From an optimization exercise on the open Yosys and OpenROAD flow, aimed at small area, a short achievable clock period and few clock cycles; shortcuts taken in it are not production practice. The RTL was checked by simulation tests, not by an equivalence proof against the original design. Power is estimated from default activity; no workload was simulated.

==> inputs of build 27 <==
Design sorted_word_table_binary_search_top, start of the top module:
module sorted_word_table_binary_search_top #(
  parameter int TABLE_DEPTH = swt_pkg::TABLE_DEPTH_DEF,
  parameter int WORD_CHARS  = swt_pkg::WORD_CHARS_DEF
) (
  input  logic                              clk,
  input  logic                              rst_n,
  input  logic                              in_tvalid,
  output logic                              in_tready,
  input  logic                              in_tuser,    
  input  logic [swt_pkg::IN_TDATA_W-1:0]    in_tdata,    
  output logic                              out_tvalid,
  input  logic                              out_tready,
  output logic [swt_pkg::OUT_TDATA_W-1:0]   out_tdata,   
  input  logic                              cfg_valid,
  output logic                              cfg_ready,
  input  logic [swt_pkg::COUNT_W-1:0]       cfg_data
);
  localparam int CW = swt_pkg::CHAR_W;
  localparam int NC = WORD_CHARS;
  localparam int W  = CW * NC;
  localparam int D  = TABLE_DEPTH;
  localparam int AW = $clog2(TABLE_DEPTH);
  localparam int QD = swt_pkg::QDEPTH;
  localparam int OW = 1 + AW;                  
  localparam logic [D*D*(D+1)-1:0] ANC = 4352'h0000400020000000080000000000000000800000000000000000000000000000000000000000300000000c0000000000000000c00000000000000000000000000000000000000000000004000c0001000000000000c00010000000000000000000000000000000000000300000000d0001000040000000c0001800000000000000000000000000000000000000000400000001400040001000c00018000200000000000000000000000000000000000000000d0000000350001800c00018000300000000000000000000000000000000000000000c0001400000005c00c20018000300004000000000000000000000000000000000000c0001000340000000d300188003000060000000000000000000000000000000000000000100004000580000001ec0032000600008000000000000000000000000000000000000000000001800c200000033b000600c0c000000000000000000000000000000000000000000000000c2001880000006640c0c018100000000000000000000000000000000000000000000c0001800333000000ccd01e180000000000000000000000000000000000000000000c000180003000664000001f9c00c2000000000000000000000000000000000000000c0001800030000600c0c0000030f3000000000000000000000000000000000000000c0001800030000600c0c01e180000078640000000000000000000000000000000000c0001800030000600c0c01e1830f300000;
  localparam logic [(D+1)*D-1:0] WIN = 272'hffff7fff3fff1fff0fff07ff03ff01ff00ff007f003f001f000f0007000300010000;
  logic [swt_pkg::COUNT_W-1:0] n_r;
  ...
Settings: LEC_CHECK=0, CAP_MARGIN=20, CORE_MARGIN=2, CORE_UTILIZATION=40, CTS_CLUSTER_DIAMETER=100, CTS_CLUSTER_SIZE=30, SETUP_SLACK_MARGIN=2.6, SLEW_MARGIN=20, TNS_END_PERCENT=100; clock period 5.0 ns.
run.sh (not shown) runs the stock make flow with config.mk's settings and CLKGATE_MAP_FILE= SYNTH_SCRIPT=/design/flow/synth_recipe.tcl, a recipe that flattens the netlist after the stock synthesis.
==> trial 60: changes against build 27 <==
--- a/flow/design.v
+++ b/flow/design.v
@@ -14,28 +14,30 @@
 endpackage
 module swt_table #(
   parameter int DEPTH = 16,
   parameter int WIDTH = 64,
   localparam int AW   = $clog2(DEPTH),
   localparam int HW   = WIDTH / 2
 ) (
   input  logic             clk,
-  input  logic [DEPTH-1:0] we,         
-  input  logic [DEPTH-1:0] keep,       
+  input  logic             wr_en,
+  input  logic [AW-1:0]    wr_addr,
   input  logic [WIDTH-1:0] wr_data,    
   output logic [DEPTH-1:0] eq_hi,      
   output logic [DEPTH-1:0] lt_hi,      
   output logic [DEPTH-1:0] eq_lo,
   output logic [DEPTH-1:0] lt_lo
 );
   logic [DEPTH-1:0][WIDTH-1:0] mem;
   for (genvar i = 0; i < DEPTH; i++) begin : g_ent
     always_ff @(posedge clk) begin
-      mem[i] <= ({WIDTH{we[i]}} & wr_data) | ({WIDTH{keep[i]}} & mem[i]);
+      if (wr_en && (wr_addr == AW'(i))) begin
+        mem[i] <= wr_data;
+      end
     end
     swt_digit_cmp #(.W(HW)) u_cmp_hi (
       .a  (mem[i][WIDTH-1:HW]),
       .b  (wr_data[WIDTH-1:HW]),
       .eq (eq_hi[i]),
       .lt (lt_hi[i])
     );
     swt_digit_cmp #(.W(HW)) u_cmp_lo (
@@ -106,41 +108,33 @@
     for (int c = NC-2; c >= 0; c--) begin
       keep[c] = keep[c+1] && nz[c];
     end
     for (int c = 0; c < NC; c++) begin
       canon[c*CW +: CW] = keep[c] ? in_tdata[swt_pkg::INDEX_W + c*CW +: CW] : '0;
     end
   end
   logic            q_v, q_cmd;
-  logic [D-1:0]    q_we, q_keep;
+  logic [AW-1:0]   q_idx;
   logic [W-1:0]    q_w;
   always_ff @(posedge clk) begin
-    if (!rst_n) begin
-      q_v    <= 1'b0;
-      q_we   <= '0;
-      q_keep <= '1;
-    end else begin
-      q_v <= accept;
-      for (int i = 0; i < D; i++) begin
-        q_we[i]   <=   accept && (in_tuser == swt_pkg::CMD_LOAD) && (in_tdata[AW-1:0] == AW'(i));
-        q_keep[i] <= !(accept && (in_tuser == swt_pkg::CMD_LOAD) && (in_tdata[AW-1:0] == AW'(i)));
-      end
-    end
+    if (!rst_n) q_v <= 1'b0;
+    else        q_v <= accept;
     q_cmd <= in_tuser;
+    q_idx <= in_tdata[AW-1:0];
     q_w   <= canon;
   end
   logic [D-1:0] eq_hi, lt_hi, eq_lo, lt_lo;
   swt_table #(
     .DEPTH (D),
     .WIDTH (W)
   ) u_table (
     .clk     (clk),
-    .we      (q_we),
-    .keep    (q_keep),
+    .wr_en   (q_v && (q_cmd == swt_pkg::CMD_LOAD)),
+    .wr_addr (q_idx),
     .wr_data (q_w),
     .eq_hi   (eq_hi),
     .lt_hi   (lt_hi),
     .eq_lo   (eq_lo),
     .lt_lo   (lt_lo)
   );
   logic            k_v, k_cmd;
   logic [D-1:0]    k_eq_hi, k_lt_hi, k_eq_lo, k_lt_lo;
==> flow/config.mk (replaced) <==
export PLATFORM = sky130hd
export DESIGN_NAME = sorted_word_table_binary_search_top
export DESIGN_NICKNAME = sorted_word_table_binary_search_top
export VERILOG_FILES = /design/flow/design.v
export SDC_FILE = /design/flow/constraint.sdc
export NUM_CORES = 4
export LEC_CHECK = 0
export CAP_MARGIN = 20
export CORE_MARGIN = 2
export CORE_UTILIZATION = 60
export PLACE_DENSITY = 0.7
export SETUP_SLACK_MARGIN = 2.6
export SLEW_MARGIN = 20
export TNS_END_PERCENT = 100
==> comparison table <==
| metric | trial 60 | build 27 |
|---|---|---|
| Status | finished clean | finished clean |
| Cell count of the worst hold path | 1 | 0 |
| Area share of the leading cell type in the synthesized netlist | 0.523 | 0.414 |
| Wire length on met1 | 67800 um | 91000 um |
| H-Tree Level Count | 4 | 2 |
| Post-cts resize count | 228 | 235 |
| FFs & Latches | 1214 | 1242 |
| Sequential fraction of total cell area | 0.491 | 0.374 |
| Arrival time of data at the critical path endpoint | 3110 ps | 2990 ps |
| Power of the clock network | 9.56 mW | 5.37 mW |
| Most used standard cell by instance count after synthesis | sky130_fd_sc_hd__edfxtp_1 | sky130_fd_sc_hd__dfxtp_1 |
| Comb pwr | 2.08 mW | 5.80 mW |
| Average routed wire per standard cell | 26.3 um | 25.2 um |
| Final standard cell area without fillers | 70600 um^2 | 66900 um^2 |
| Seq/Total Area, Yosys | 0.586 | 0.417 |
| Met2 global-route usage | 0.509 | 0.388 |
| Capture instance of the worst register-to-register path | k_lt_hi[1] | k_lt_lo[4] |
Testbench counts of build 27, summed over its fixed seeds: cycles 2,080.
Testbench counts of trial 60, summed over its fixed seeds: cycles 2,080.

-- static timing again, ports no longer ideal --
The results above use ideal ports. As a check the final layouts listed here were re-extracted and re-timed, cells and wires unchanged. Step 1 (the two cells are an assumption about what drives the block):
set clk [get_ports {clk}]
set_driving_cell -lib_cell sky130_fd_sc_hd__clkbuf_16 $clk
set_driving_cell -lib_cell sky130_fd_sc_hd__buf_2 [delete_from_list [all_inputs] $clk]
Step 2 also shifts input and output timing later by t, the mid clock arrival at the registers, as if the neighbouring blocks saw the same clock. Three values: no drivers, after step 1, after step 2; two values: the first two.
run | t, ns | setup slack, ns | clock arrival spread, ns | worst data-port slew with drivers (ns) | pins driven straight from the clock port
build 27 | 0.776 | 2.591 / 2.591 / 1.996 | 0.036 / 0.037 | 0.09 | 1
trial 60 | 0.797 | 2.498 / 2.498 / 1.869 | 0.034 / 0.033 | 0.04 | 1
After both steps every run listed still meets setup and hold. The setup slack of trial 60, which loses most, moves by 0.000 ns with the drivers and by -0.629 ns with both steps.
